Background: an optimization exercise with open tools, aiming at a short achievable clock period and few clock cycles per item. Do not read the settings as production practice. Only simulation tests tie the RTL to the original design; equivalence was not proved. Power figures rest on the tool's default switching activity, not on a simulated workload.

`constraint.sdc`:
```
create_clock -name core_clock -period 6.5 [get_ports {clk}]
set_input_delay 1.3000 -clock core_clock [delete_from_list [all_inputs] [get_ports {clk}]]
set_output_delay 1.3000 -clock core_clock [all_outputs]
set_load 0.01 [all_outputs]
```
`design.v`:
```
module sha256_msg_padder #(
  parameter int MAX_NIB = 128,
  parameter int CNT_W   = 8
) (
  input  logic         clk,
  input  logic         rst_n,
  input  logic         in_valid,
  output logic         in_ready,
  input  logic [3:0]   in_nibble,
  input  logic         in_last,
  output logic         blk_valid,
  input  logic         blk_ready,
  output logic [511:0] blk_data,
  output logic         blk_last,
  output logic [63:0]  msg_bits,
  output logic         ovf,
  output logic [1:0]   dbg_state
);
  logic       rdy_q;
  logic [6:0] icnt;            
  logic       ovf_q;
  logic       s0v, s1v;        
  logic [3:0] s0n, s1n;
  logic       s0l, s1l;        
  logic [511:0] cbuf;
  logic [127:0] ptr;           
  logic [7:0]   cnt;           
  logic         cfull;         
  logic [7:0]   cn;            
  logic         ctwo;          
  logic [511:0] obuf;
  logic         ov;
  logic [1:0]   odbg;
  logic         olast;
  logic [7:0]   on;            
  logic         o2;            
  logic take, en, copy, drain, last_in;
  logic [511:0] cform;
  assign in_ready  = rdy_q;
  assign ovf       = ovf_q;
  assign blk_valid = ov;
  assign blk_data  = obuf;
  assign blk_last  = olast;
  assign dbg_state = odbg;
  assign msg_bits  = {54'd0, on, 2'b00};
  assign take    = in_valid & rdy_q;
  assign last_in = in_last | (icnt == 7'd127);
  assign en      = !ov | blk_ready;           
  assign copy    = en & !o2 & cfull;          
  assign drain   = s0v & (!cfull | copy);     
  assign cform = {cbuf[511:64], cbuf[63:0] | (ctwo ? 64'd0 : {54'd0, cn, 2'b00})};
  always_ff @(posedge clk or negedge rst_n) begin
    if (!rst_n) begin
      rdy_q <= 1'b1;
      icnt  <= '0;
      ovf_q <= 1'b0;
      s0v   <= 1'b0;
      s1v   <= 1'b0;
    end else begin
      ovf_q <= take & !in_last & (icnt == 7'd127);
      if (take) icnt <= in_last ? 7'd0 : icnt + 7'd1;
      if (s1v) begin
        if (drain) s1v <= 1'b0;
        rdy_q <= drain;
      end else begin
        if (take) begin
          if (!s0v || drain) s0v <= 1'b1;
          else               s1v <= 1'b1;
        end else if (drain) begin
          s0v <= 1'b0;
        end
        rdy_q <= !(take & s0v & !drain);
      end
    end
  end
  always_ff @(posedge clk) begin
    if (s1v) begin
      if (drain) begin
        s0n <= s1n;
        s0l <= s1l;
      end
    end else if (take) begin
      if (!s0v || drain) begin
        s0n <= in_nibble;
        s0l <= last_in;
      end else begin
        s1n <= in_nibble;
        s1l <= last_in;
      end
    end
  end
  always_ff @(posedge clk or negedge rst_n) begin
    if (!rst_n) begin
      cbuf  <= '0;
      ptr   <= 128'd1;
      cnt   <= '0;
      cfull <= 1'b0;
      cn    <= '0;
      ctwo  <= 1'b0;
    end else begin
      for (int p = 0; p < 128; p++) begin
        if (drain && ptr[p])
          cbuf[511 - 4 * p -: 4] <= s0n;
        else if (p > 0 && drain && ptr[(p + 127) % 128])
          cbuf[511 - 4 * p -: 4] <= 4'h8;
        else if (copy)
          cbuf[511 - 4 * p -: 4] <= 4'h0;
      end
      cfull <= (cfull & !copy) | (drain & s0l);
      if (drain) begin
        if (s0l) begin
          ptr  <= 128'd1;
          cnt  <= '0;
          cn   <= cnt + 8'd1;
          ctwo <= (cnt >= 8'd111);
        end else begin
          ptr  <= {ptr[126:0], 1'b0};
          cnt  <= cnt + 8'd1;
        end
      end
    end
  end
  always_ff @(posedge clk or negedge rst_n) begin
    if (!rst_n) begin
      ov    <= 1'b0;
      odbg  <= 2'd0;
      o2    <= 1'b0;
    end else if (en) begin
      if (o2) begin
        ov   <= 1'b1;
        odbg <= 2'd2;
        o2   <= 1'b0;
      end else if (cfull) begin
        ov   <= 1'b1;
        odbg <= 2'd1;
        o2   <= ctwo;
      end else begin
        ov   <= 1'b0;
        odbg <= 2'd0;
        o2   <= 1'b0;
      end
    end
  end
  always_ff @(posedge clk) begin
    if (en) begin
      if (o2) begin
        obuf  <= {on[7], 447'd0, 54'd0, on, 2'b00};
        olast <= 1'b1;
      end else begin
        obuf  <= cform;
        olast <= !ctwo;
        on    <= cn;
      end
    end
  end
endmodule
```
`run.sh`:
```
#!/bin/bash
# synth_recipe.tcl (not shown) runs the flow's synth.tcl, then flattens the netlist and writes it again
# the make line also repeats each setting of config.mk as NAME=value (left out here)
make -C /OpenROAD-flow-scripts/flow DESIGN_CONFIG=/design/flow/config.mk WORK_HOME=/design/flow/orfs CLKGATE_MAP_FILE= SYNTH_SCRIPT=/design/flow/synth_recipe.tcl finish
```
`config.mk`:
```
export PLATFORM = sky130hd
export DESIGN_NAME = sha256_msg_padder
export DESIGN_NICKNAME = sha256_msg_padder
export VERILOG_FILES = /design/flow/design.v
export SDC_FILE = /design/flow/constraint.sdc
export NUM_CORES = 4
export LEC_CHECK = 0
export CAP_MARGIN = 20
export CORE_MARGIN = 2
export CORE_UTILIZATION = 40
export SLEW_MARGIN = 20
```
==> results.py, run 1 <==
metrics = {
    "outcome": {
        "status": "no timing/DRC/antenna violations",
    },
    "cells_and_area": {
        "fin_util": 0.4910,
        "area_growth_pct": 21.33,
        "antenna_cells": 0,
        "layout_common_cells": "670 x dfrtp_1, 533 x clkdlybuf4s50_1, 531 x edfxtp_1, 506 x nor2b_1, 381 x a32o_1",
        "drive_gt1_frac": 0.06451,
        "fin_nets": 4042,
        "final_common_cell": "dfrtp_1",
    },
    "worst_setup_path": {
        "critPathCaptureType": "register",
        "crit_path_start_kind": "primary input",
        "cp_top_family": "buffers and inverters",
        "crit_fanout": 76,
        "critPathMaxStageDelay_ns": 0.83,
        "slowest_stage": "buf_4",
        "worstPathCellList": "clkdlybuf4s50_1, nor2b_4, o21a_4, buf_4, nor3_2, mux2_2",
        "required_ns": 7.09,
        "arrival_ns": 4.34,
        "worst-path-buf-inv": 2,
        "critPathKind": "primary input to register",
    },
    "timing": {
        "period_share": 0.5775,
        "tightest_slew_ns": 1.154,
        "finalCriticalPeriod_ns": 3.753,
        "whs_ns": 0.4788,
        "drv_slew": 0,
        "max-slew-margin-rel": 0.2304,
        "rsz0062_at_grt": "false",
        "setup_viol": 0,
        "hold_violations": 0,
        "fin_skew_ns": 0.04024,
        "max_freq_mhz": 266.4,
    },
    "clock_tree": {
        "clock_latency_ns": 0.74,
        "cts_tree": "built",
        "cts_buffer_depth": 3,
        "post_cts_buffers": 0,
        "clk_pin_slew_ns": 0.06,
        "clock-sinks": 1204,
        "root_buffer": "clkbuf_16",
        "cts.htree.levels": 4,
        "hold_buffers": 0,
        "cts_resized": 0,
        "cts_buffers": 131,
    },
    "global_route": {
        "grt_usage": 0.2085,
        "overflow": 0,
        "grt_pass1_wl_um": 196400,
        "antenna_found_initial": 5,
        "grt_pass1_vias": 31317,
        "grt_max_degree": 206,
    },
    "power": {
        "p_per_area_mw_per_mm2": 388.5,
        "ir_drop_uv": 346.4,
        "p_leak_uw": 0.02413,
        "power_uw": 22580,
    },
    "synthesis": {
        "synth_top_family_by_area": "compound AO/OA/AOI/OAI gates",
        "synth_mux_area_frac": 0.004153,
        "synth_compound_area_frac": 0.1600,
        "syn_area_per_cell_um2": 12.80,
        "ys_warn_count": 1,
        "ys_ff_latch": 1204,
        "synth-edff-count": 531,
        "synth-adder-area-share": 0.0005223,
        "yosysSeqAreaShare": 0.6844,
        "ys.flop_type": "dfrtp_1",
        "async_flop_share": 0.5590,
        "synth_xor_xnor_area_share": 0.001097,
        "yosysUniqueCellTypes": 40,
        "synthesis.area_mm2": 0.04791,
        "synth_cells": 3744,
        "synthSimpleGateAreaFrac": 0.1027,
    },
    "route": {
        "wl_per_cell_um": 22.66,
        "drc": 0,
        "routed_wl_um": 130000,
        "first_pass_iters": 6,
        "wl_met3_um": 8804,
        "antenna_left": 0,
        "wl_met2_um": 62140,
        "vias": 31936,
        "drtIter0Drc": 2883,
        "drt-met1-wl_um": 55110,
        "via_per_inst": 5.565,
        "top_layer_used": "met5",
    },
    "die": {
        "die_h_um": 350.1,
        "rows": 126,
        "die_x_um": 350.1,
        "die-area_mm2": 0.1226,
        "io_pins": 591,
        "start_util": 0.4046,
        "design.core.area_mm2": 0.1184,
    },
    "worst_hold_path": {
        "hp-class": "register to register",
    },
    "placed_design": {
        "io_buffers": 534,
        "hpwlAfterDp_um": 74750,
        "routabilityCongestion": 0.7607,
    },
    "job": {
        "cap_violations": 0,
    },
}
synthesized netlist by cell type, types with 2 or more instances:
master    count  area share
a21o_1        2     0.00031
dfstp_2       2      0.0011
dfrtp_1     671        0.35
ha_1          2     0.00052
a211o_1       2     0.00037
inv_1         5     0.00039
o21a_1        2     0.00031
buf_6        12      0.0028
buf_2        88      0.0092
nor2b_1     506       0.066
xnor2_1       3     0.00055
a21oi_1     266       0.028
mux2i_1       3     0.00063
clkbuf_1    257       0.020
nand4_1       5     0.00065
a22oi_1     127       0.020
mux2_2       15      0.0035
a32o_1      381       0.080
xor2_1        3     0.00055
o211ai_1      5     0.00078
nand3_1       8     0.00084
edfxtp_1    531        0.33
o21ai_0     278       0.029
nand2_1     152       0.012
nor2_1      267       0.021
a22o_1        7      0.0013
buf_1        59      0.0046
nand2b_1      2     0.00026
o31ai_1       3     0.00047
buf_4        62      0.0097
and3_1        3     0.00039
nor3_1        7     0.00073
through the flow:
step | cell area [um2] | worst slack [ns] | std cells | setup TNS (ns)
after floorplan | 48120 | -3.151 | 3799 | -1616.71
after global placement | 53760 | 2.045 | 5496 | 0
after detailed placement | 53780 | 2.020 | 5497 | 0
after CTS | 58090 | 2.805 | 5738 | 0
after global routing | 58130 | 2.652 | 5739 | 0
final | 58130 | 2.747 | 5739 | 0
final cells by class:
type	instances	area (um2)
fill	10413	60270
inverter	6	38.79
clock buffer	187	3732
timing repair buffer	577	5859
tap	1600	2002
clock inverter	54	576.8
sequential	1204	32790
multi-input combinational	2111	13130
where the power goes:
group          internal [uW]  switching [uW]  total [uW]
sequential              9110             598        9710
clock                   4290            3140        7430
combinational           1740            3710        5450
total                  15100            7450       22600
routing by layer:
layer	up-vias	global-route usage
met5	-	0
met4	10	0.07398
met3	238	0.04374
met2	1117	0.3305
met1	16464	0.2845
li1	14107	-
worst register-to-register path: cells and delay by family, from the launching register on:
kind,cells,cell delay (ns)
buffers and inverters,2,1.51
and+or+nand+nor,1,0.46
AOI/OAI and AO/OA,2,0.40
DFF,1,0.90
cell families (layout without fill, tap and decap cells):
group / Yosys count / after routing
multiplexers: 18 / 18
flip-flops: 1204 / 1204
XOR/XNOR: 6 / 6
AND/OR/NAND/NOR: 955 / 955
adder cells (fa/ha/maj): 2 / 2
buffers and inverters: 484 / 824
AO/OA/AOI/OAI: 1074 / 1074
other: 1 / 56
registers in the layout (all words and copies together), names as in the netlist, 2 cells and up:
name  flops
cbuf    512
obuf    512
ptr     128
cn        8
cnt       8
on        8
icnt      7
s0n       4
s1n       4
odbg      2
worst paths after layout:
check / end / depth (start not counted) / startpoint / slack [ns]
min: odbg[0] / 2 / odbg[0] / 0.48
max in group asynchronous: ptr[79] / 3 / rst_n / 4.32
min in group asynchronous: cbuf[36] / 1 / rst_n / 0.59
max reg2reg: cbuf[271] / 5 / o2 / 3.15
min reg2reg: odbg[0] / 2 / odbg[0] / 0.48
max: cnt[0] / 6 / blk_ready / 2.75
Testbench counts, summed over its fixed seeds: cycles 23,638, nibbles 23,614.
==> run 2: changes to the inputs <==
--- a/design.v
+++ b/design.v
@@ -34,7 +34,7 @@
   logic         olast;
   logic [7:0]   on;            
   logic         o2;            
-  logic take, en, copy, drain, last_in;
+  logic take, copy, drain, last_in;
   logic [511:0] cform;
   assign in_ready  = rdy_q;
   assign ovf       = ovf_q;
@@ -45,8 +45,7 @@
   assign msg_bits  = {54'd0, on, 2'b00};
   assign take    = in_valid & rdy_q;
   assign last_in = in_last | (icnt == 7'd127);
-  assign en      = !ov | blk_ready;           
-  assign copy    = en & !o2 & cfull;          
+  assign copy    = cfull & !ov;
   assign drain   = s0v & (!cfull | copy);     
   assign cform = {cbuf[511:64], cbuf[63:0] | (ctwo ? 64'd0 : {54'd0, cn, 2'b00})};
   always_ff @(posedge clk or negedge rst_n) begin
@@ -125,32 +124,28 @@
       ov    <= 1'b0;
       odbg  <= 2'd0;
       o2    <= 1'b0;
-    end else if (en) begin
+    end else if (copy) begin
+      ov    <= 1'b1;
+      odbg  <= 2'd1;
+      o2    <= ctwo;
+    end else if (ov && blk_ready) begin
       if (o2) begin
-        ov   <= 1'b1;
         odbg <= 2'd2;
         o2   <= 1'b0;
-      end else if (cfull) begin
-        ov   <= 1'b1;
-        odbg <= 2'd1;
-        o2   <= ctwo;
       end else begin
         ov   <= 1'b0;
         odbg <= 2'd0;
-        o2   <= 1'b0;
       end
     end
   end
   always_ff @(posedge clk) begin
-    if (en) begin
-      if (o2) begin
-        obuf  <= {on[7], 447'd0, 54'd0, on, 2'b00};
-        olast <= 1'b1;
-      end else begin
-        obuf  <= cform;
-        olast <= !ctwo;
-        on    <= cn;
-      end
+    if (copy) begin
+      obuf  <= cform;
+      olast <= !ctwo;
+      on    <= cn;
+    end else if (o2 && blk_ready) begin
+      obuf  <= {on[7], 447'd0, 54'd0, on, 2'b00};
+      olast <= 1'b1;
     end
   end
 endmodule
--- a/config.mk
+++ b/config.mk
@@ -5,7 +5,10 @@
 export SDC_FILE = /design/flow/constraint.sdc
 export NUM_CORES = 4
 export LEC_CHECK = 0
+export ABC_CLOCK_PERIOD_IN_PS = 2000
 export CAP_MARGIN = 20
 export CORE_MARGIN = 2
 export CORE_UTILIZATION = 40
+export SETUP_SLACK_MARGIN = 4
 export SLEW_MARGIN = 20
+export TNS_END_PERCENT = 100
==> run 2 against run 1 <==
Net effect: global-route usage decreased by 0.10 points; non-clock buffer count rose by 20; synthesized area shrank 1.7%; power is 5.9% higher; sequential power up 6%; clock skew fell by 0.013 ns; first-iteration DRC count fell by 16%.
==> results.py, run 2 <==
metrics = {
    "die": {
        "die_h_um": 347.1,
        "die_x_um": 347.1,
        "design.core.area_mm2": 0.1165,
        "rows": 125,
        "die-area_mm2": 0.1205,
        "io_pins": 591,
        "start_util": 0.4042,
    },
    "worst_setup_path": {
        "worstPathCellList": "buf_2",
        "crit_path_start_kind": "register",
        "critPathKind": "register to primary output",
        "critPathCaptureType": "primary output",
        "arrival_ns": 1.53,
        "cp_top_family": "flip-flops",
        "required_ns": 5.20,
        "worst-path-buf-inv": 1,
        "critPathMaxStageDelay_ns": 0.58,
        "slowest_stage": "edfxtp_1",
        "crit_fanout": 1,
    },
    "global_route": {
        "overflow": 0,
        "grt_pass1_vias": 29687,
        "grt_usage": 0.2075,
        "grt_pass1_wl_um": 191900,
        "antenna_found_initial": 5,
        "grt_max_degree": 168,
    },
    "route": {
        "drc": 0,
        "antenna_left": 0,
        "drtIter0Drc": 2430,
        "via_per_inst": 5.384,
        "routed_wl_um": 126000,
        "wl_per_cell_um": 22.58,
        "vias": 30034,
        "first_pass_iters": 6,
    },
    "worst_hold_path": {
        "hp-class": "register to register",
    },
    "timing": {
        "max_freq_mhz": 353.6,
        "drv_slew": 0,
        "rsz0062_at_grt": "true",
        "whs_ns": 0.4737,
        "hold_violations": 0,
        "finalCriticalPeriod_ns": 2.828,
        "tightest_slew_ns": 1.123,
        "setup_viol": 0,
        "tns_ns": 0,
        "period_share": 0.4351,
        "fin_skew_ns": 0.02707,
        "max-slew-margin-rel": 0.2516,
    },
    "clock_tree": {
        "cts.htree.levels": 4,
        "clk_pin_slew_ns": 0.06,
        "cts_buffer_depth": 3,
        "cts_buffers": 131,
        "cts_tree": "built",
        "root_buffer": "clkbuf_16",
        "clock_latency_ns": 0.74,
        "clock-sinks": 1204,
    },
    "synthesis": {
        "yosysMostFrequentCell": "dfrtp_1",
        "synth_top_area_frac": 0.3565,
        "synth-edff-count": 531,
        "netlist_top_cells_count": "671 x dfrtp_1, 630 x and2_1, 531 x edfxtp_1",
        "synth_xor_xnor_area_share": 0.001116,
        "synth_compound_area_frac": 0.1221,
        "yosysSeqAreaShare": 0.6962,
        "synth-adder-area-share": 0.0005313,
        "synthSimpleGateAreaFrac": 0.1430,
        "async_flop_share": 0.5590,
        "yosysUniqueCellTypes": 41,
        "ys.flop_type": "dfrtp_1",
        "synthTopCellsByArea": "dfrtp_1 36%, edfxtp_1 34%, and2_1 8.4%, a32o_1 8.1%, nand2_1 3.4%",
        "ys_ff_latch": 1204,
        "synth_mux_area_frac": 0.002311,
        "synth_cells": 3460,
        "yosys.area.top_type": "dfrtp_1",
        "synthesis.area_mm2": 0.04710,
        "ys_warn_count": 1,
        "syn_area_per_cell_um2": 13.61,
        "synth_top_family_by_area": "simple AND/OR/NAND/NOR gates",
    },
    "outcome": {
        "status": "no timing/DRC/antenna violations",
    },
    "job": {
        "cap_violations": 0,
    },
    "cells_and_area": {
        "fin_nets": 3955,
        "final_common_cell": "dfrtp_1",
        "drive_gt1_frac": 0.2038,
        "design_area_mm2": 0.05626,
        "top_regs": "cbuf x512, obuf x512, ptr x128",
        "area_growth_pct": 19.44,
        "layout_common_cells": "669 x dfrtp_1, 630 x and2_1, 531 x edfxtp_1, 464 x buf_2, 423 x nand2_1",
    },
    "power": {
        "ir_drop_uv": 314.0,
        "power_uw": 23920,
        "p_leak_uw": 0.02469,
        "p_per_area_mw_per_mm2": 425.2,
    },
    "placed_design": {
        "hpwlAfterDp_um": 69630,
        "routabilityCongestion": 0.7473,
        "post_dp_cell_area_mm2": 0.05341,
        "io_buffers": 534,
    },
}
run 2: changes by cell type in the layout (fill, tap and decap cells not counted), moves of 253 or more:
cell	before	now
and2_1	0	630
buf_2	0	464
nor2_1	266	12
nand2_1	151	423
clkdlybuf4s50_1	533	7
a21oi_1	266	13
nor2b_1	506	1
run 2: cell type report:
type / instances / area [um2]
Inverter: 7 / 38.79
Fill cell: 10369 / 60260
Clock buffer: 188 / 3871
Timing Repair Buffer: 597 / 4064
Tap cell: 1524 / 1907
Sequential cell: 1204 / 32790
Multi-Input combinational cell: 2003 / 13020
Antenna cell: 1 / 2.502
Clock inverter: 54 / 565.5
run 2: path summary, 6_finish.rpt:
| kind | slack (ns) | from | depth (start not counted) | to |
|---|---|---|---|---|
| max in group asynchronous | 4.54 | rst_n | 2 | ptr[55] |
| min | 0.47 | cn[7] | 0 | on[7] |
| max | 3.67 | obuf[352] | 1 | blk_data[352] |
| max reg2reg | 4.07 | s0n[2] | 2 | cbuf[6] |
| min reg2reg | 0.47 | cn[7] | 0 | on[7] |
| min in group asynchronous | 0.52 | rst_n | 1 | cbuf[18] |
run 2: kinds of logic after synthesis:
logic type               count (synthesis)
flip-flops                            1204
adder cells (fa/ha/maj)                  2
buffers and inverters                  314
XOR/XNOR                                 6
AO/OA/AOI/OAI                          694
AND/OR/NAND/NOR                       1229
other                                    1
multiplexers                            10
run 2: report_power, final:
group	total [uW]	internal [uW]	switching (uW)
clock network	7580	4490	3100
registers	10300	9490	765
logic	6080	1720	4360
run 2: what timing repair did:
item                       4_1_cts  5_1_grt
gates cloned                    12        0
setup endpoints to repair     1770      845
pin swaps                        3        1
hold buffers                     0        0
hold endpoints to repair         0        0
gates resized for setup       2221       29
setup buffers                   19        4
run 2: metrics by stage:
step                worst slack [ns]  utilization  cells
floorplan                      2.743            -   3515
global placement               2.617       0.4584   5300
detailed placement             2.622       0.4584   5300
CTS                            3.663       0.4811   5573
global route                   3.671       0.4828   5577
finish                         3.672       0.4828   5578
run 2: layer usage:
layer	part of all wire	vias to the layer above	wire length, um	GRT usage
li1	-	13588	-	-
met1	0.43	15362	54660	0.2859
met2	0.48	899	60270	0.3291
met3	0.061	177	7672	0.04495
met4	0.026	8	3332	0.06371
met5	0.00031	-	39	0
Testbench counts of run 2, summed over its fixed seeds: cycles 23,640, nibbles 23,614.
==> run 3: changes to the inputs <==
--- a/config.mk
+++ b/config.mk
@@ -8,7 +8,7 @@
 export ABC_CLOCK_PERIOD_IN_PS = 2000
 export CAP_MARGIN = 20
 export CORE_MARGIN = 2
-export CORE_UTILIZATION = 40
+export CORE_UTILIZATION = 60
 export SETUP_SLACK_MARGIN = 4
 export SLEW_MARGIN = 20
 export TNS_END_PERCENT = 100
==> run 3 against run 2 <==
Net effect: still clean; utilization grew 22 points; sequential share of layout area grew 1.7 points; critical path depth is the same; design area shrank 2.8%; synthesized cell count is the same; power shrank 5.0%; maximum frequency grew 7.1%; flip-flop and latch count is the same; wire length shrank 4.3%; via count grew 2.5%; sequential power is essentially flat; hold slack lost 0.0053 ns; critical path type unchanged.
==> results.py, run 3 <==
metrics = {
    "placed_design": {
        "place_ws_ns": 2.633,
        "hpwlAfterDp_um": 69230,
        "routabilityCongestion": 0.8067,
        "post_dp_cell_area_mm2": 0.05282,
        "io_buffers": 534,
    },
    "synthesis": {
        "yosysUniqueCellTypes": 41,
        "ys_ff_latch": 1204,
        "synth_top_area_frac": 0.3565,
        "netlist_top_cells_count": "671 x dfrtp_1, 630 x and2_1, 531 x edfxtp_1",
        "synth-edff-count": 531,
        "synthesis.area_mm2": 0.04710,
        "synth_cells": 3460,
        "syn_area_per_cell_um2": 13.61,
        "yosys.area.top_type": "dfrtp_1",
        "yosysMostFrequentCell": "dfrtp_1",
        "ys.flop_type": "dfrtp_1",
        "yosysSeqAreaShare": 0.6962,
        "async_flop_share": 0.5590,
        "ys_warn_count": 1,
        "synthTopCellsByArea": "dfrtp_1 36%, edfxtp_1 34%, and2_1 8.4%, a32o_1 8.1%, nand2_1 3.4%",
    },
    "worst_setup_path": {
        "critPathMaxStageDelay_ns": 0.48,
        "crit_fanout": 2,
        "arrival_ns": 1.34,
        "cp_top_family": "flip-flops",
        "required_ns": 5.20,
        "critPathCaptureType": "primary output",
        "worstPathCellList": "buf_2",
        "slowest_stage": "edfxtp_1",
        "worst-path-buf-inv": 1,
        "critPathKind": "register to primary output",
        "crit_path_start_kind": "register",
    },
    "timing": {
        "tightest_slew_ns": 1.056,
        "fin_skew_ns": 0.02130,
        "rsz0062_at_grt": "true",
        "period_share": 0.4063,
        "setup_viol": 0,
        "finalCriticalPeriod_ns": 2.641,
        "max-slew-margin-rel": 0.2958,
        "max_freq_mhz": 378.7,
        "setup_ws_ns": 3.859,
        "hold_violations": 0,
        "drv_slew": 0,
        "tns_ns": 0,
    },
    "die": {
        "die-area_mm2": 0.08076,
        "rows": 102,
        "design.core.area_mm2": 0.07759,
        "io_pins": 591,
        "start_util": 0.6070,
        "die_h_um": 284.2,
        "die_x_um": 284.2,
    },
    "global_route": {
        "grt_usage": 0.2965,
        "overflow": 0,
        "grt_max_degree": 220,
        "antenna_found_initial": 9,
        "grt_pass1_vias": 30972,
        "grt_pass1_wl_um": 185500,
    },
    "route": {
        "wl_met2_um": 60210,
        "vias": 30772,
        "first_pass_iters": 9,
        "via_per_inst": 6.083,
        "drtIter0Drc": 3034,
        "drt-met1-wl_um": 46090,
        "drc": 0,
        "routed_wl_um": 120500,
        "antenna_left": 0,
        "top_layer_used": "met5",
        "wl_met3_um": 9122,
        "wl_per_cell_um": 23.82,
    },
    "cells_and_area": {
        "area_growth_pct": 16.14,
        "top_regs": "cbuf x512, obuf x512, ptr x128",
        "layout_common_cells": "669 x dfrtp_1, 630 x and2_1, 531 x edfxtp_1, 491 x buf_2, 422 x nand2_1",
        "seq_area_mm2": 0.03279,
        "fin_nets": 3927,
        "final_common_cell": "dfrtp_1",
        "drive_gt1_frac": 0.1936,
        "fill_cells": 5437,
        "multi_input_area_mm2": 0.01301,
        "design_area_mm2": 0.05470,
    },
    "clock_tree": {
        "cts_tree": "built",
        "clock-sinks": 1204,
        "clk_pin_slew_ns": 0.06,
        "cts_buffer_depth": 3,
        "root_buffer": "clkbuf_16",
        "cts_buffers": 115,
        "cts.htree.levels": 3,
        "clock_latency_ns": 0.67,
        "hold_buffers": 0,
    },
    "power": {
        "p_leak_uw": 0.02426,
        "power_uw": 22720,
        "ir_drop_uv": 315.3,
        "p_per_area_mw_per_mm2": 415.3,
    },
    "job": {
        "cap_violations": 0,
    },
    "worst_hold_path": {
        "hp-class": "register to register",
    },
    "outcome": {
        "status": "no timing/DRC/antenna violations",
    },
}
-- run 3: what timing repair did --
item | 4_1_cts | 5_1_grt
gates resized for setup | 2161 | 34
setup buffers | 10 | 2
cloned | 10 | 0
hold endpoints to repair | 0 | 0
pin swaps | 3 | 0
endpoints found under the setup margin | 1990 | 988
-- run 3: metrics by stage --
stage               hold slack (ns)    util  instances
detailed placement           0.4708  0.6807       4817
finish                       0.4684  0.7050       5059
CTS                          0.4785  0.7027       5052
floorplan                    0.4414       -       3515
global route                 0.4902  0.7049       5058
global placement             0.4643  0.6802       4816
-- run 3: logic make-up after synthesis --
family | after synthesis | share of synthesized area
XOR/XNOR | 6 | 0.001116
other | 1 | 0.00007962
flip-flops | 1204 | 0.6962
adder cells (fa/ha/maj) | 2 | 0.0005312
buffers and inverters | 314 | 0.03472
multiplexers | 10 | 0.002311
AND/OR/NAND/NOR | 1229 | 0.1430
AO/OA/AOI/OAI | 694 | 0.1221
-- run 3: layout make-up --
| cell class | count | area share |
|---|---|---|
| flip-flops and latches | 1204 | 0.5995 |
| multi-input cells | 2001 | 0.2377 |
| repair buffers | 587 | 0.06919 |
| clock buffers | 165 | 0.06052 |
| well taps | 1040 | 0.02379 |
| clock inverters | 50 | 0.008349 |
| inverters | 7 | 0.0007091 |
| diodes | 5 | 0.0002287 |
-- run 3: final timing paths --
path / from / to / slack, ns / cells after the start
worst min-delay path: cn[4] / on[4] / 0.47 / 0
worst max register to register: ov / cbuf[319] / 4.09 / 6
min in group asynchronous: rst_n / cbuf[432] / 0.65 / 1
worst min register to register: cn[4] / on[4] / 0.47 / 0
worst max-delay path: on[0] / msg_bits[2] / 3.86 / 1
max in group asynchronous: rst_n / ov / 4.28 / 2
-- run 3: routing by layer --
layer  GRT usage  vias to the layer above
met4      0.1303                        2
met5           0                        -
met3     0.05225                      244
met2      0.4820                     1340
li1            -                    13497
met1      0.3968                    15689
-- run 3: report_power, final --
part | total (uW) | internal (uW) | switching, uW
sequential | 10200 | 9490 | 752
clock | 6630 | 3840 | 2790
combinational | 5850 | 1600 | 4250
total | 22700 | 14900 | 7790
==> run 4: changes to the inputs <==
--- a/design.v
+++ b/design.v
@@ -50,7 +50,6 @@
   assign cform = {cbuf[511:64], cbuf[63:0] | (ctwo ? 64'd0 : {54'd0, cn, 2'b00})};
   always_ff @(posedge clk or negedge rst_n) begin
     if (!rst_n) begin
-      rdy_q <= 1'b1;
       icnt  <= '0;
       ovf_q <= 1'b0;
       s0v   <= 1'b0;
@@ -60,7 +59,6 @@
       if (take) icnt <= in_last ? 7'd0 : icnt + 7'd1;
       if (s1v) begin
         if (drain) s1v <= 1'b0;
-        rdy_q <= drain;
       end else begin
         if (take) begin
           if (!s0v || drain) s0v <= 1'b1;
@@ -68,9 +66,11 @@
         end else if (drain) begin
           s0v <= 1'b0;
         end
-        rdy_q <= !(take & s0v & !drain);
       end
     end
+  end
+  always_ff @(posedge clk) begin
+    rdy_q <= s1v ? drain : !(take & s0v & !drain);
   end
   always_ff @(posedge clk) begin
     if (s1v) begin
@@ -138,14 +138,30 @@
       end
     end
   end
-  always_ff @(posedge clk) begin
-    if (copy) begin
-      obuf  <= cform;
-      olast <= !ctwo;
-      on    <= cn;
-    end else if (o2 && blk_ready) begin
-      obuf  <= {on[7], 447'd0, 54'd0, on, 2'b00};
-      olast <= 1'b1;
+  logic         ld2, hold;
+  logic [511:0] onew, obuf_h;
+  logic         olast_new, olast_h;
+  logic [7:0]   on_h;
+  assign ld2       = o2 & blk_ready;
+  assign hold      = !copy & !ld2;
+  assign onew      = copy ? cform : {on_h[7], 447'd0, 54'd0, on_h, 2'b00};
+  assign olast_new = copy ? !ctwo : 1'b1;
+  always_ff @(posedge clk or negedge rst_n) begin
+    if (!rst_n) begin
+      obuf_h  <= '0;
+      olast_h <= 1'b0;
+      on_h    <= '0;
+    end else begin
+      if (!hold) begin
+        obuf_h  <= onew;
+        olast_h <= olast_new;
+      end
+      if (copy) on_h <= cn;
     end
   end
+  always_ff @(posedge clk) begin
+    obuf  <= hold ? obuf_h : onew;
+    olast <= hold ? olast_h : olast_new;
+    on    <= copy ? cn : on_h;
+  end
 endmodule
==> run 4 against run 3 <==
Net effect: utilization increased by 3.3 points; final cell count is 17% higher; clock skew shrank 0.0042 ns; non-clock buffer count increased by 10; sequential power up 12%; wire length increased by 20%; maximum frequency grew 1.3%.
==> results.py, run 4 <==
metrics = {
    "clock_tree": {
        "cts_buffers": 164,
        "cts_tree": "built",
        "clock_latency_ns": 0.75,
        "cts.htree.levels": 4,
        "clock-sinks": 1725,
        "hold_buffers": 0,
        "cts_buffer_depth": 3,
        "clk_pin_slew_ns": 0.06,
        "root_buffer": "clkbuf_16",
    },
    "route": {
        "routed_wl_um": 144700,
        "wl_per_cell_um": 24.37,
        "via_per_inst": 6.005,
        "antenna_left": 0,
        "drtIter0Drc": 3599,
        "wl_met3_um": 12130,
        "first_pass_iters": 6,
        "top_layer_used": "met4",
        "vias": 35659,
        "drt-met1-wl_um": 61610,
        "drc": 0,
        "wl_met2_um": 66920,
    },
    "worst_hold_path": {
        "hold_end": "obuf[66]",
        "hp-class": "register to register",
        "hold_depth": 1,
        "min_from": "obuf_h[66]",
    },
    "synthesis": {
        "synth_mux_area_frac": 0.002122,
        "yosys.area.top_type": "dfrtp_1",
        "ys_ff_latch": 1725,
        "ys_warn_count": 1,
        "yosysSeqAreaShare": 0.7249,
        "synth_xor_xnor_area_share": 0.0004691,
        "synth_top_area_frac": 0.5325,
        "synth_cells": 4060,
        "synthesis.area_mm2": 0.05602,
        "async_flop_share": 0.6916,
        "ys.flop_type": "dfrtp_1",
        "synthSimpleGateAreaFrac": 0.05294,
        "synth_top_family_by_area": "compound AO/OA/AOI/OAI gates",
        "yosysMostFrequentCell": "dfrtp_1",
        "synth-adder-area-share": 0.0004467,
        "synth_compound_area_frac": 0.1871,
        "netlist_top_cells_count": "1192 x dfrtp_1, 882 x a22o_1, 522 x dfxtp_1",
        "synth-edff-count": 10,
        "syn_area_per_cell_um2": 13.80,
        "yosysUniqueCellTypes": 50,
        "synthTopCellsByArea": "dfrtp_1 53%, dfxtp_1 19%, a22o_1 14%, a21oi_1 2.3%, nand2_1 2.1%",
    },
    "global_route": {
        "overflow": 0,
        "grt_pass1_wl_um": 218300,
        "grt_max_degree": 202,
        "grt_pass1_vias": 35051,
        "antenna_found_initial": 1,
        "grt_usage": 0.2990,
    },
    "cells_and_area": {
        "fin_nets": 4558,
        "fin_cells": 5938,
        "layout_common_cells": "1190 x dfrtp_1, 882 x a22o_1, 417 x buf_6, 376 x dfxtp_2, 310 x nand2_1",
        "design_area_mm2": 0.06857,
        "final_common_cell": "dfrtp_1",
        "area_growth_pct": 22.41,
        "drive_gt1_frac": 0.3004,
        "top_regs": "cbuf x512, obuf x512, obuf_h x512",
    },
    "timing": {
        "setup_ws_ns": 3.894,
        "tns_ns": 0,
        "period_share": 0.4010,
        "hold_violations": 0,
        "drv_slew": 0,
        "setup_viol": 0,
        "max-slew-margin-rel": 0.2938,
        "tightest_slew_ns": 1.059,
        "max_freq_mhz": 383.7,
        "fin_skew_ns": 0.01714,
        "finalCriticalPeriod_ns": 2.606,
        "rsz0062_at_grt": "true",
    },
    "die": {
        "io_pins": 591,
        "rows": 112,
        "design.core.area_mm2": 0.09291,
        "die_h_um": 309.6,
        "die-area_mm2": 0.09582,
        "die_x_um": 309.6,
        "start_util": 0.6029,
    },
    "worst_setup_path": {
        "arrival_ns": 1.31,
        "worst-path-buf-inv": 1,
        "critPathCaptureType": "primary output",
        "critPathKind": "register to primary output",
        "worstPathCellList": "buf_6",
        "r2r_cells": 5,
        "critPathMaxStageDelay_ns": 0.43,
        "cp_top_family": "flip-flops",
        "required_ns": 5.20,
        "regToRegSetupSlack_ns": 4.02,
        "r2r_end": "obuf[4]",
        "rr_startpoint": "ov",
        "slowest_stage": "dfrtp_2",
        "crit_path_start_kind": "register",
        "crit_fanout": 4,
    },
    "placed_design": {
        "place_ws_ns": 2.919,
        "post_dp_cell_area_mm2": 0.06194,
        "place_inst": 5605,
        "hpwlAfterDp_um": 77540,
        "routabilityCongestion": 0.7743,
        "io_buffers": 534,
    },
    "power": {
        "p_leak_uw": 0.03341,
        "ir_drop_uv": 329.1,
        "p_per_area_mw_per_mm2": 377.8,
        "power_uw": 25910,
    },
    "job": {
        "cap_violations": 0,
    },
    "outcome": {
        "status": "no timing/DRC/antenna violations",
    },
}
-- run 4: cell count changes after synthesis, moves of 127 or more --
| cell | delta |
|---|---|
| nand3_1 | +137 |
| dfrtp_1 | +521 |
| o21ai_0 | -130 |
| edfxtp_1 | -521 |
| and2_1 | -625 |
| a21oi_1 | +247 |
| dfxtp_1 | +522 |
| a22o_1 | +877 |
| nand3b_1 | -128 |
| a32o_1 | -375 |
| or2_2 | +127 |
-- run 4: worst max path at each step --
stage / start / slack, ns / depth (start not counted) / to
finish: ov / 3.89 / 1 / blk_valid
global route: ov / 3.86 / 1 / blk_valid
CTS: ov / 3.84 / 1 / blk_valid
detailed placement: blk_ready / 2.92 / 4 / obuf_h[228]
global placement: blk_ready / 2.95 / 4 / obuf_h[195]
floorplan: in_valid / 4.11 / 3 / s1l
-- run 4: kinds of logic after synthesis --
kind of cell | Yosys count
compound gates | 1341
xor+xnor | 3
fa+ha+maj | 2
buf+inv | 348
flops | 1725
mux | 11
other cells | 1
simple gates | 629
-- run 4: power breakdown --
group          internal [uW]  total [uW]  switching (uW)
clock network           5700        9630            3930
registers              11100       11400             331
logic                   1090        4870            3780
-- run 4: layer usage --
metal / track usage / vias up
li1: - / 15683
met1: 0.4313 / 18513
met2: 0.4443 / 1251
met3: 0.07992 / 212
met4: 0.1021 / 0
met5: 0 / -
-- run 4: per-stage QoR --
step / hold WS [ns] / util
finish: 0.4830 / 0.7380
global route: 0.4946 / 0.7380
CTS: 0.4862 / 0.7321
detailed placement: 0.4705 / 0.6667
global placement: 0.4620 / 0.6667
floorplan: 0.4492 / -
-- run 4: final cells by class --
type                       count  area [um2]
timing repair buffer         597        6302
fill                        6080       24340
sequential                  1725       41210
clock inverter                46       520.5
tap                         1254        1569
inverter                       9       47.55
multi-input combinational   2050       13940
antenna                        1       2.502
clock buffer                 256        4985
-- run 4: what timing repair did --
action,in CTS,in global routing
pin swaps,4,1
gates resized for setup,3033,120
setup endpoints to repair,2084,847
cloned,10,4
buffers inserted,11,5
Testbench counts of run 4, summed over its fixed seeds: cycles 23,640, nibbles 23,614.
==> run 5: changes to the inputs <==
--- a/config.mk
+++ b/config.mk
@@ -9,6 +9,6 @@
 export CAP_MARGIN = 20
 export CORE_MARGIN = 2
 export CORE_UTILIZATION = 60
-export SETUP_SLACK_MARGIN = 4
+export SETUP_SLACK_MARGIN = 5
 export SLEW_MARGIN = 20
 export TNS_END_PERCENT = 100
==> run 5 against run 4 <==
Net effect: the run now fails in global routing; synthesized area stayed put; synthesized cell count unchanged.
==> results.py, run 5 <==
metrics = {
    "global_route": {
        "grt_max_degree": 106,
        "grt_usage": 0.8327,
        "overflow": 216,
        "antenna_found_initial": 57,
    },
    "clock_tree": {
        "cts_buffers": 165,
        "hold_buffers": 0,
        "root_buffer": "clkbuf_16",
        "cts_buffer_depth": 3,
        "clock-sinks": 1725,
        "cts.htree.levels": 4,
    },
    "die": {
        "die_h_um": 309.6,
        "io_pins": 591,
        "rows": 112,
        "start_util": 0.6029,
        "die_x_um": 309.6,
    },
    "synthesis": {
        "synth_cells": 4060,
        "yosys.area.top_type": "dfrtp_1",
        "synthTopCellsByArea": "dfrtp_1 53%, dfxtp_1 19%, a22o_1 14%, a21oi_1 2.3%, nand2_1 2.1%",
        "synth_top_area_frac": 0.5325,
        "ys.flop_type": "dfrtp_1",
        "netlist_top_cells_count": "1192 x dfrtp_1, 882 x a22o_1, 522 x dfxtp_1",
        "synth-edff-count": 10,
        "yosysUniqueCellTypes": 50,
        "ys_ff_latch": 1725,
        "ys_warn_count": 1,
        "yosysSeqAreaShare": 0.7249,
        "yosysMostFrequentCell": "dfrtp_1",
        "synthesis.area_mm2": 0.05602,
        "syn_area_per_cell_um2": 13.80,
        "async_flop_share": 0.6916,
    },
    "timing": {
        "worst-ep-kind": "register input",
        "postGrtWorstEndpoint": "obuf_h[414]$_DFF_PN0_/D",
    },
    "placed_design": {
        "routabilityCongestion": 0.7795,
        "place_inst": 5596,
        "hpwlAfterDp_um": 76110,
        "place_ws_ns": 3.151,
        "io_buffers": 534,
    },
    "outcome": {
        "failing_step": "global routing",
        "error_line": "[ERROR GRT-0232] Routing congestion too high. Check the congestion heatmap in the GUI.",
        "status": "did not finish",
    },
}
run 5: cell counts after synthesis:
Identical to the previous run, type by type.
run 5: what timing repair did:
item | in CTS
setup endpoints to repair | 3228
gates cloned | 300
buffers inserted | 262
resized for setup | 3643
pin swaps | 215
run 5: worst min-delay path by stage:
stage               slack (ns)        end  cells past startpoint  startpoint
floorplan                 0.45      on[0]                      2     on_h[0]
global placement          0.47      on[3]                      2     on_h[3]
detailed placement        0.47   obuf[16]                      1  obuf_h[16]
CTS                       0.48  cbuf[456]                      1       rst_n
run 5: metrics by stage:
step           utilization  total power (uW)  instance area (um2)
3_3_place_gp        0.6779             15880                62980
4_1_cts             0.8963             36790                83280
2_1_floorplan            -             14440                57470
3_5_place_dp        0.6779             15910                62980
run 5: power groups by stage:
stage / logic [uW] / registers (uW) / clock network, uW
2_1_floorplan: 2940 / 11500 / 0
3_3_place_gp: 4290 / 11600 / 0
3_5_place_dp: 4310 / 11600 / 0
4_1_cts: 15500 / 11400 / 9910
run 5: kinds of logic after synthesis:
family          count (synthesis)  synth area share
compound gates               1341            0.1871
xor+xnor                        3         0.0004691
fa+ha+maj                       2         0.0004467
buf+inv                       348           0.03199
flops                        1725            0.7249
mux                            11          0.002122
other cells                     1        0.00006694
simple gates                  629           0.05294
run 5: per-layer routing:
layer	GRT overflow	global-route usage
met5	0	0.5015
met4	111	0.8545
met3	5	0.7277
met2	100	0.9468
met1	0	0.8235
==> run 6: changes to the inputs <==
--- a/design.v
+++ b/design.v
@@ -16,7 +16,8 @@
   output logic         ovf,
   output logic [1:0]   dbg_state
 );
-  logic       rdy_q;
+  logic       rdy_q;           
+  logic       nrdy;            
   logic [6:0] icnt;            
   logic       ovf_q;
   logic       s0v, s1v;        
@@ -28,14 +29,16 @@
   logic         cfull;         
   logic [7:0]   cn;            
   logic         ctwo;          
-  logic [511:0] obuf;
-  logic         ov;
-  logic [1:0]   odbg;
-  logic         olast;
-  logic [7:0]   on;            
+  logic [511:0] obuf, obuf_h;  
+  logic         olast, olast_h;
+  logic [7:0]   on, on_h;      
+  logic         ov;            
+  logic         ovn;           
+  logic [1:0]   odbg;          
   logic         o2;            
-  logic take, copy, drain, last_in;
-  logic [511:0] cform;
+  logic         take, copy, drain, last_in, rdy_nxt;
+  logic         ld2, hold, olast_new;
+  logic [511:0] cform, onew;
   assign in_ready  = rdy_q;
   assign ovf       = ovf_q;
   assign blk_valid = ov;
@@ -43,9 +46,9 @@
   assign blk_last  = olast;
   assign dbg_state = odbg;
   assign msg_bits  = {54'd0, on, 2'b00};
-  assign take    = in_valid & rdy_q;
+  assign take    = in_valid & !nrdy;
   assign last_in = in_last | (icnt == 7'd127);
-  assign copy    = cfull & !ov;
+  assign copy    = cfull & ovn;
   assign drain   = s0v & (!cfull | copy);     
   assign cform = {cbuf[511:64], cbuf[63:0] | (ctwo ? 64'd0 : {54'd0, cn, 2'b00})};
   always_ff @(posedge clk or negedge rst_n) begin
@@ -69,8 +72,10 @@
       end
     end
   end
+  assign rdy_nxt = s1v ? drain : !(take & s0v & !drain);
   always_ff @(posedge clk) begin
-    rdy_q <= s1v ? drain : !(take & s0v & !drain);
+    rdy_q <= rdy_nxt;
+    nrdy  <= !rdy_nxt;
   end
   always_ff @(posedge clk) begin
     if (s1v) begin
@@ -122,26 +127,25 @@
   always_ff @(posedge clk or negedge rst_n) begin
     if (!rst_n) begin
       ov    <= 1'b0;
+      ovn   <= 1'b1;
       odbg  <= 2'd0;
       o2    <= 1'b0;
     end else if (copy) begin
       ov    <= 1'b1;
+      ovn   <= 1'b0;
       odbg  <= 2'd1;
       o2    <= ctwo;
-    end else if (ov && blk_ready) begin
+    end else if (!ovn && blk_ready) begin
       if (o2) begin
         odbg <= 2'd2;
         o2   <= 1'b0;
       end else begin
         ov   <= 1'b0;
+        ovn  <= 1'b1;
         odbg <= 2'd0;
       end
     end
   end
-  logic         ld2, hold;
-  logic [511:0] onew, obuf_h;
-  logic         olast_new, olast_h;
-  logic [7:0]   on_h;
   assign ld2       = o2 & blk_ready;
   assign hold      = !copy & !ld2;
   assign onew      = copy ? cform : {on_h[7], 447'd0, 54'd0, on_h, 2'b00};
--- a/config.mk
+++ b/config.mk
@@ -9,6 +9,8 @@
 export CAP_MARGIN = 20
 export CORE_MARGIN = 2
 export CORE_UTILIZATION = 60
-export SETUP_SLACK_MARGIN = 5
+export CTS_CLUSTER_DIAMETER = 100
+export CTS_CLUSTER_SIZE = 20
+export SETUP_SLACK_MARGIN = 4
 export SLEW_MARGIN = 20
 export TNS_END_PERCENT = 100
==> run 6 against run 5 <==
Net effect: synthesized cell count is 1.1% higher; synthesized area up 2.3%; the run now finishes clean.
==> results.py, run 6 <==
metrics = {
    "outcome": {
        "status": "no timing/DRC/antenna violations",
    },
    "route": {
        "routed_wl_um": 152600,
        "top_layer_used": "met5",
        "first_pass_iters": 6,
        "wl_met3_um": 12910,
        "drc": 0,
        "vias": 36640,
        "wl_met2_um": 69080,
        "drt-met1-wl_um": 65040,
        "antenna_left": 0,
        "via_per_inst": 6.286,
        "drtIter0Drc": 3604,
        "wl_per_cell_um": 26.17,
    },
    "worst_setup_path": {
        "critPathMaxStageDelay_ns": 0.40,
        "arrival_ns": 1.24,
        "slowest_stage": "dfrtp_1",
        "worstPathCellList": "buf_6",
        "required_ns": 5.20,
        "critPathCaptureType": "primary output",
        "crit_path_start_kind": "register",
        "worst-path-buf-inv": 1,
        "crit_fanout": 2,
        "critPathKind": "register to primary output",
        "cp_top_family": "flip-flops",
    },
    "timing": {
        "period_share": 0.3901,
        "rsz0062_at_grt": "true",
        "max-slew-margin-rel": 0.3732,
        "tightest_slew_ns": 0.9402,
        "setup_viol": 0,
        "setup_ws_ns": 3.964,
        "hold_violations": 0,
        "whs_ns": 0.4861,
        "fin_skew_ns": 0.02439,
        "drv_slew": 0,
        "finalCriticalPeriod_ns": 2.536,
        "tns_ns": 0,
        "max_freq_mhz": 394.4,
    },
    "synthesis": {
        "ys_ff_latch": 1727,
        "synthTopCellsByArea": "dfrtp_1 52%, dfxtp_1 18%, a22o_1 13%, o21ai_0 2.5%, a32oi_1 1.9%",
        "yosysSeqAreaShare": 0.7095,
        "synthesis.area_mm2": 0.05730,
        "yosys.area.top_type": "dfrtp_1",
        "syn_area_per_cell_um2": 13.96,
        "synth_cells": 4104,
        "netlist_top_cells_count": "1192 x dfrtp_1, 879 x a22o_1, 523 x dfxtp_1",
        "synth-edff-count": 10,
        "yosysMostFrequentCell": "dfrtp_1",
        "ys.flop_type": "dfrtp_1",
        "yosysUniqueCellTypes": 55,
        "async_flop_share": 0.6914,
        "ys_warn_count": 1,
        "synth_top_area_frac": 0.5206,
    },
    "job": {
        "cap_violations": 0,
    },
    "global_route": {
        "overflow": 0,
        "grt_max_degree": 143,
        "grt_pass1_vias": 35872,
        "grt_pass1_wl_um": 231000,
        "antenna_found_initial": 5,
        "grt_usage": 0.3076,
    },
    "placed_design": {
        "hpwlAfterDp_um": 80120,
        "place_ws_ns": 2.843,
        "io_buffers": 534,
        "routabilityCongestion": 0.7845,
        "post_dp_cell_area_mm2": 0.06300,
    },
    "clock_tree": {
        "clock-sinks": 1727,
        "clk_pin_slew_ns": 0.08,
        "clock_latency_ns": 0.70,
        "root_buffer": "clkbuf_16",
        "cts.htree.levels": 3,
        "cts_buffer_depth": 3,
        "cts_buffers": 96,
        "cts_tree": "built",
    },
    "power": {
        "p_leak_uw": 0.03138,
        "ir_drop_uv": 366.3,
        "p_per_area_mw_per_mm2": 353.1,
    },
    "die": {
        "die-area_mm2": 0.09799,
        "rows": 113,
        "die_x_um": 313.0,
        "die_h_um": 313.0,
        "io_pins": 591,
        "start_util": 0.6040,
        "design.core.area_mm2": 0.09487,
    },
    "cells_and_area": {
        "area_growth_pct": 15.32,
        "fin_nets": 4494,
        "layout_common_cells": "1190 x dfrtp_1, 879 x a22o_1, 288 x o21ai_0, 263 x buf_2, 260 x buf_6",
        "final_common_cell": "dfrtp_1",
        "drive_gt1_frac": 0.2595,
        "design_area_mm2": 0.06608,
        "top_regs": "cbuf x512, obuf x512, obuf_h x512",
    },
    "worst_hold_path": {
        "hp-class": "register to register",
    },
}
[run 6: changes by cell type after synthesis, moves of 119 or more]
cell      delta
a32oi_1    +127
nand3_1    -146
nand2_1    -263
a22oi_1    -119
a21oi_1    -124
nand2b_1   +131
o21ai_0    +262
[run 6: routing by layer]
metal  vias up  GRT usage
li1      15962          -
met1     18870     0.4462
met2      1552     0.4567
met3       248    0.07576
met4         8     0.1118
met5         -          0
[run 6: logic make-up (layout without fill, tap and decap cells)]
kind of cell / count (synthesis) / after routing / synth area share
flops: 1727 / 1727 / 0.7095
fa+ha+maj: 2 / 2 / 0.0004366
mux: 14 / 14 / 0.002620
xor+xnor: 2 / 2 / 0.0003058
buf+inv: 390 / 784 / 0.03585
simple gates: 359 / 368 / 0.03701
compound gates: 1609 / 1609 / 0.2143
other cells: 1 / 58 / 0.00006545
[run 6: layout make-up]
| class | count | area (um2) |
|---|---|---|
| Antenna cell | 2 | 5.005 |
| Clock buffer | 174 | 2801 |
| Clock inverter | 3 | 33.78 |
| Fill cell | 6709 | 28790 |
| Inverter | 4 | 22.52 |
| Multi-Input combinational cell | 2051 | 14950 |
| Sequential cell | 1727 | 41180 |
| Tap cell | 1265 | 1583 |
| Timing Repair Buffer | 603 | 5507 |
[run 6: path summary, 6_finish.rpt]
check                      slack, ns   startpoint  cells past startpoint           to
setup / recovery                3.96           ov                      1    blk_valid
hold / removal                  0.49  obuf_h[480]                      1    obuf[480]
setup reg to reg                4.05        cfull                      5      ptr[66]
hold reg to reg                 0.49  obuf_h[480]                      1    obuf[480]
max in group asynchronous       4.41        rst_n                      2  obuf_h[289]
min in group asynchronous       0.57        rst_n                      1  obuf_h[436]
[run 6: timing repair]
| action | 4_1_cts | 5_1_grt |
|---|---|---|
| cloned | 14 | 5 |
| setup endpoints to repair | 2144 | 562 |
| resized for setup | 2753 | 77 |
| pin swaps | 4 | 0 |
| hold buffers | 0 | 0 |
| buffers inserted | 16 | 2 |
[run 6: power breakdown]
| group | switching [uW] | internal, uW | leakage (uW) |
|---|---|---|---|
| Clock | 3410 | 2930 | 0.00135 |
| Combinational | 4230 | 1290 | 0.00895 |
| Sequential | 382 | 11100 | 0.0211 |
[run 6: metrics by stage]
stage	utilization	total power (uW)	std cells
floorplan	-	14570	4159
global placement	0.6640	16250	5613
detailed placement	0.6640	16300	5613
CTS	0.6924	23220	5820
global route	0.6965	24170	5828
finish	0.6965	23330	5829
Testbench counts of run 6, summed over its fixed seeds: cycles 23,640, nibbles 23,614.
==> run 7: changes to the inputs <==
==> flow/run.sh (new file) <==
#!/bin/bash
# The standard layout (standard.sh: the standard flow's synthesis and ORFS from floorplan
# to finish) with three ORFS variables changed on make's command line:
#   MATCH_CELL_FOOTPRINT=0  lets timing repair swap a cell for any cell of the
#                           same function, not only one of the same footprint
#                           (so the port buffers can become real buffers);
#   BUFFER_PORTS_ARGS       makes the port buffers buf_4 cells instead of the
#                           smallest-area buffer (a slow delay cell);
#   CTS_ARGS                the standard CTS arguments plus the cluster size and
#                           diameter from config.mk, without dummy loads.
# Every port still gets its buffer and the clock tree is balanced as usual.
set -euo pipefail
cd "$(dirname "$0")/.."
bash standard.sh \
  MATCH_CELL_FOOTPRINT=0 \
  "BUFFER_PORTS_ARGS=-buffer_cell sky130_fd_sc_hd__buf_4" \
  "CTS_ARGS=-sink_clustering_enable -repair_clock_nets -sink_clustering_size 20 -sink_clustering_max_diameter 100 -dont_use_dummy_load" \
  finish > standard_flow.log 2>&1
==> standard.sh (new file) <==
#!/bin/bash
# synth_recipe.tcl (not shown) runs the flow's synth.tcl, then flattens the netlist and writes it again
# the make line also repeats each setting of config.mk as NAME=value (left out here)
make -C /OpenROAD-flow-scripts/flow DESIGN_CONFIG=/design/flow/config.mk WORK_HOME=/design/flow/orfs CLKGATE_MAP_FILE= SYNTH_SCRIPT=/design/flow/synth_recipe.tcl "${@:-finish}"
removed: run.sh
==> run 7 against run 6 <==
Net effect: wire length fell by 3.1%; global-route usage fell by 0.90 points; critical endpoint unchanged; largest power group unchanged; via count fell by 1.4%; synthesized area did not move; die area did not move; setup slack got worse by 0.0033 ns; flip-flop and latch count did not move; hold slack got worse by 0.020 ns; utilization fell by 0.36 points; sequential power barely moved; critical path depth did not move.
==> results.py, run 7 <==
metrics = {
    "placed_design": {
        "routabilityCongestion": 0.7867,
        "io_buffers": 534,
        "hpwlAfterDp_um": 79110,
    },
    "synthesis": {
        "synth_top_area_frac": 0.5206,
        "synthesis.area_mm2": 0.05730,
        "async_flop_share": 0.6914,
        "synthTopCellsByArea": "dfrtp_1 52%, dfxtp_1 18%, a22o_1 13%, o21ai_0 2.5%, a32oi_1 1.9%",
        "syn_area_per_cell_um2": 13.96,
        "yosysSeqAreaShare": 0.7095,
        "ys.flop_type": "dfrtp_1",
        "ys_warn_count": 1,
        "synthSimpleGateAreaFrac": 0.03701,
        "ys_ff_latch": 1727,
        "netlist_top_cells_count": "1192 x dfrtp_1, 879 x a22o_1, 523 x dfxtp_1",
        "yosys.area.top_type": "dfrtp_1",
        "yosysMostFrequentCell": "dfrtp_1",
        "synth_xor_xnor_area_share": 0.0003057,
        "synth-adder-area-share": 0.0004367,
        "synth-edff-count": 10,
        "yosysUniqueCellTypes": 55,
        "synth_compound_area_frac": 0.2143,
        "synth_top_family_by_area": "compound AO/OA/AOI/OAI gates",
        "synth_cells": 4104,
        "synth_mux_area_frac": 0.002620,
    },
    "cells_and_area": {
        "drive_gt1_frac": 0.2402,
        "top_regs": "cbuf x512, obuf x512, obuf_h x512",
        "fin_util": 0.6929,
        "fill_cells": 6684,
        "layout_common_cells": "1190 x dfrtp_1, 879 x a22o_1, 381 x buf_4, 331 x dfxtp_1, 288 x o21ai_0",
        "final_common_cell": "dfrtp_1",
        "fin_nets": 4493,
        "area_growth_pct": 14.72,
    },
    "clock_tree": {
        "clock_latency_ns": 0.70,
        "cts_tree": "built",
        "cts.htree.levels": 3,
        "cts_buffers": 96,
        "root_buffer": "clkbuf_16",
        "hold_buffers": 0,
        "clock-sinks": 1727,
        "cts_buffer_depth": 3,
        "clk_pin_slew_ns": 0.08,
    },
    "outcome": {
        "status": "no timing/DRC/antenna violations",
    },
    "route": {
        "routed_wl_um": 147800,
        "wl_per_cell_um": 25.72,
        "vias": 36134,
        "drtIter0Drc": 3531,
        "antenna_left": 0,
        "via_per_inst": 6.289,
        "first_pass_iters": 6,
        "drc": 0,
    },
    "die": {
        "die_h_um": 313.0,
        "io_pins": 591,
        "start_util": 0.6040,
        "rows": 113,
        "die-area_mm2": 0.09799,
        "die_x_um": 313.0,
        "design.core.area_mm2": 0.09487,
    },
    "worst_setup_path": {
        "worst-path-buf-inv": 1,
        "critPathKind": "register to primary output",
        "slowest_stage": "dfrtp_1",
        "worstPathCellList": "buf_6",
        "critPathMaxStageDelay_ns": 0.40,
        "critPathCaptureType": "primary output",
        "arrival_ns": 1.24,
        "cp_top_family": "flip-flops",
        "crit_fanout": 2,
        "required_ns": 5.20,
        "crit_path_start_kind": "register",
    },
    "timing": {
        "fin_skew_ns": 0.03847,
        "max_freq_mhz": 393.9,
        "tns_ns": 0,
        "period_share": 0.3906,
        "tightest_slew_ns": 0.9630,
        "hold_violations": 0,
        "max-slew-margin-rel": 0.3580,
        "setup_viol": 0,
        "finalCriticalPeriod_ns": 2.539,
        "rsz0062_at_grt": "true",
        "drv_slew": 0,
    },
    "global_route": {
        "overflow": 0,
        "grt_pass1_vias": 35386,
        "grt_usage": 0.2986,
        "grt_pass1_wl_um": 225400,
        "grt_max_degree": 173,
        "antenna_found_initial": 7,
    },
    "worst_hold_path": {
        "hp-class": "register to register",
    },
    "power": {
        "p_leak_uw": 0.03099,
        "ir_drop_uv": 493.7,
        "p_per_area_mw_per_mm2": 344.1,
    },
    "job": {
        "cap_violations": 0,
    },
}
==> run 7: changes by cell type in the layout (fill, tap and decap cells not counted), moves of 6 or more <==
cell / delta
dfxtp_4: -6
buf_4: +348
clkbuf_1: -73
buf_6: -75
bufbuf_16: -6
clkdlybuf4s50_1: -7
dfxtp_2: -100
buf_2: -263
dfxtp_1: +106
==> run 7: path summary, 6_finish.rpt <==
kind / from / endpoint / slack, ns / cells past startpoint
setup / recovery: ov / blk_valid / 3.96 / 1
hold / removal: obuf_h[74] / obuf[74] / 0.47 / 1
setup reg to reg: s0v / cbuf[292] / 4.05 / 4
hold reg to reg: obuf_h[74] / obuf[74] / 0.47 / 1
max in group asynchronous: rst_n / obuf_h[74] / 4.40 / 2
min in group asynchronous: rst_n / obuf_h[428] / 0.60 / 1
==> run 7: layout make-up <==
cell class | count | area (um2) | share of cell area
Antenna cell | 1 | 2.502 | 0.00003807
Clock buffer | 96 | 2402 | 0.03655
Inverter | 4 | 20.02 | 0.0003046
Multi-Input combinational cell | 2052 | 14960 | 0.2275
Sequential cell | 1727 | 41030 | 0.6242
Tap cell | 1265 | 1583 | 0.02408
Timing Repair Buffer | 601 | 5737 | 0.08727
==> run 7: cell families after synthesis <==
group | count (synthesis)
buffers and inverters | 390
other | 1
AOI/OAI and AO/OA | 1609
adders and majority gates | 2
muxes | 14
DFF | 1727
and+or+nand+nor | 359
xor gates and xnor gates | 2
==> run 7: report_power, final <==
part / internal [uW] / total (uW) / leakage, uW / switching (uW)
logic: 1200 / 5240 / 0.00878 / 4040
clock network: 2620 / 5890 / 0.00118 / 3270
registers: 11100 / 11500 / 0.0210 / 385
==> run 7: through the flow <==
| step | hold WS, ns | cells | area, um2 | setup WS [ns] | power [uW] |
|---|---|---|---|---|---|
| floorplan | 0.4492 | 4159 | 57510 | 4.151 | 14570 |
| global placement | 0.4675 | 5609 | 61610 | 2.905 | 16100 |
| detailed placement | 0.4705 | 5609 | 61610 | 2.832 | 16130 |
| CTS | 0.4664 | 5734 | 65430 | 3.919 | 22530 |
| global route | 0.4772 | 5746 | 65730 | 3.907 | 23440 |
| finish | 0.4664 | 5746 | 65730 | 3.961 | 22620 |
==> run 7: repair_timing <==
action,CTS,global route
hold endpoints to repair,0,0
resized for setup,400,72
pin swaps,5,1
setup endpoints to repair,1659,496
gates cloned,16,2
buffers inserted,13,9
==> run 7: layer usage <==
layer,GRT usage,up-vias,routed length (um)
li1,-,15866,-
met1,0.4412,18620,63650
met2,0.4471,1391,67870
met3,0.06074,245,11110
met4,0.1023,12,5104
met5,0,-,64

what the ideal ports hide:
No port has a modelled driver above. Below, the same layouts with a new extraction and two added sets of constraints.
Step 1: set_driving_cell puts a clkbuf_16 on clk and a buf_2 on each other input, an assumption about the parent block.
Step 2 times the ports against the registers' clock, not the clock port: input delays grow and output delays shrink by t, the midpoint of the rising clock arrivals with the driver on.
Three values: no drivers, after step 1, after step 2; two values: the first two.
run	shift t [ns]	setup WS [ns]	worst register clock-pin slew, ns	pins driven straight from the clock port
run 1	0.790	2.747 / 2.793 / 2.003	0.06 / 0.06	1
run 2	0.792	3.672 / 3.604 / 3.156	0.06 / 0.06	1
run 3	0.725	3.859 / 3.794 / 3.391	0.07 / 0.07	1
run 4	0.817	3.894 / 3.822 / 3.224	0.07 / 0.07	1
run 6	0.763	3.964 / 3.894 / 3.219	0.09 / 0.09	1
run 7	0.755	3.961 / 3.888 / 3.527	0.09 / 0.09	1
After both steps setup and hold are still met in every run listed. For run 6, which loses most, drivers alone change the setup slack by -0.070 ns; drivers and shift together by -0.745 ns.
